This is an optimization exercise on Yosys and OpenROAD, whose aim is small area, not a production implementation.
Function was checked by simulation only, so behaviour that the tests miss may differ from the original.
Power is estimated from default activity; no workload was simulated.

Design rv_decode_issue, start of the top module:
module rv_decode_issue
#(
    parameter int XLEN         = 32,
    parameter int INFLIGHT_MAX = 4
) (
    input  logic            clk,
    input  logic            rst_n,
    input  logic            instr_valid,
    input  logic [31:0]     instr,
    output logic            instr_ready,
    input  logic            wb_en,
    input  logic [4:0]      wb_rd,
    input  logic [XLEN-1:0] wb_data,
    output logic            issue_valid,
    output logic [6:0]      OPCODE,
    output logic [6:0]      FUNC7,
    output logic [2:0]      FUNC3,
    output logic [XLEN-1:0] OP1,
    output logic [XLEN-1:0] OP2,
    output logic [4:0]      issue_rd,
    output logic            illegal_instr
);
For scale: ~1,000 flip-flops, about 160 I/O pins.
clock: 5.0 ns
lec_check: 0
cap_margin: 20
cell_pad_in_sites_detail_placement: 1
cell_pad_in_sites_global_placement: 1
core_margin: 2
core_utilization: 40
place_density: 0.55
setup_slack_margin: 0.05
slew_margin: 20
synth_hierarchical: 1
standard.sh (not shown) runs the stock make flow with config.mk's settings and CLKGATE_MAP_FILE= SYNTH_SCRIPT=/design/flow/synth_recipe.tcl, a recipe that flattens the netlist after the stock synthesis.
==> flow/flow/run.sh <==
#!/bin/bash
set -o pipefail
export CTS_ARGS="-sink_clustering_enable -sink_clustering_size 17 -sink_clustering_max_diameter 80 -repair_clock_nets -dont_use_dummy_load -buf_list {sky130_fd_sc_hd__clkbuf_4 sky130_fd_sc_hd__clkbuf_8}"
export BUFFER_PORTS_ARGS="-buffer_cell sky130_fd_sc_hd__buf_1"
bash standard.sh > standard.log 2>&1
The starting point finished with timing, DRC and antenna clean.
Edit:
==> flow/flow/run.sh (replaced) <==
#!/bin/bash
set -o pipefail
export CTS_ARGS="-sink_clustering_enable -sink_clustering_size 16 -sink_clustering_max_diameter 80 -repair_clock_nets -dont_use_dummy_load -buf_list {sky130_fd_sc_hd__clkbuf_4 sky130_fd_sc_hd__clkbuf_8}"
export BUFFER_PORTS_ARGS="-buffer_cell sky130_fd_sc_hd__buf_1"
bash standard.sh > standard.log 2>&1
The changed run went through all stages and came out clean.
Fmax barely changes.
Worst setup slack got worse by 4.8 ps.
Sequential power is about the same.
Utilization is about the same.
Total power went up slightly.
Critical path depth is unchanged.
Wire length is about the same.
Via count went down slightly.
Final cell count stays flat.
First-iteration DRC count went down slightly.


Setup of 07-17:
rv_decode_issue, a different RTL version from the one above (not shown whole).
For scale: about 2400 cells after synthesis, roughly 160 I/O pins, about 42000 sq um of cells after synthesis.
Settings: LEC_CHECK=0, CAP_MARGIN=20, CELL_PAD_IN_SITES_DETAIL_PLACEMENT=1, CELL_PAD_IN_SITES_GLOBAL_PLACEMENT=1, CORE_MARGIN=2, CORE_UTILIZATION=48, PLACE_DENSITY=0.62, SETUP_SLACK_MARGIN=0.05, SLEW_MARGIN=20, SYNTH_HIERARCHICAL=1; clock period 5.0 ns.
==> flow/flow/run.sh <==
#!/bin/bash
set -o pipefail
export CTS_ARGS="-sink_clustering_enable -sink_clustering_size 16 -sink_clustering_max_diameter 80 -repair_clock_nets -dont_use_dummy_load -buf_list {sky130_fd_sc_hd__clkbuf_4 sky130_fd_sc_hd__clkbuf_8}"
export BUFFER_PORTS_ARGS="-buffer_cell sky130_fd_sc_hd__buf_1"
bash standard.sh > standard.log 2>&1
07-17 finished all stages; the layout is clean.
The following lists how 03-18 was set up differently from 07-17:
- swapping 0.62 for 0.55 in PLACE_DENSITY
- swapping 48 for 40 in CORE_UTILIZATION
Notes after the runs:
Area taken by flip-flops and latches essentially unchanged between 03-18 and 07-17. In terms of power, 07-17 and 03-18 differ only marginally. Compared with 07-17, 03-18 shows via count that has gone down slightly. Compared with 07-17, 03-18 degrades overall die area. When 03-18 is measured against 07-17, its detailed placer's ending HPWL turns out about 3.7% higher. Taking 07-17 as the reference point, the length in cells of the worst reg-to-reg path of 03-18 falls by 1. Relative to 07-17, the final cell area reported for 03-18 is higher. Clock power: 07-17 vs 03-18, no meaningful difference. Higher cell count was reported by 03-18, not 07-17. Of 03-18 and 07-17, the run reporting the lower number of vias per cell after detailed routing was 03-18. On 03-18: number of placed cells counting well taps is 5.7% higher than what 07-17 gave.

## re-timing with driven ports
The results above use ideal ports. As a check the final layouts listed here were re-extracted and re-timed, cells and wires unchanged.
Step 1: set_driving_cell puts a clkbuf_16 on clk and a buf_2 on each other input, an assumption about the parent block.
Step 2 adds t to the input delays and takes it off the output delays; t is the mean of the earliest and latest rising clock arrival at the registers after step 1. Input paths then give back, and output paths get back, about the clock's delay inside the block.
Three values: ideal, step 1, step 2; two values: the first two.
run	shift t [ns]	setup WS [ns]	slew at the worst register clock pin (ns)	worst slew at a driven data input, ns	pins driven straight from the clock port
the first run of note 1	0.791	0.172 / 0.104 / 0.129	0.12 / 0.12	0.06	1
the second run of note 1	0.802	0.168 / 0.099 / 0.138	0.11 / 0.11	0.06	1
07-17	0.769	0.075 / 0.005 / 0.005	0.11 / 0.11	0.06	1
03-18	0.792	0.150 / 0.120 / 0.056	0.11 / 0.11	0.06	1
After both steps every run listed still meets setup and hold. For 03-18, which loses most, drivers alone change the setup slack by -0.030 ns; drivers and shift together by -0.094 ns.
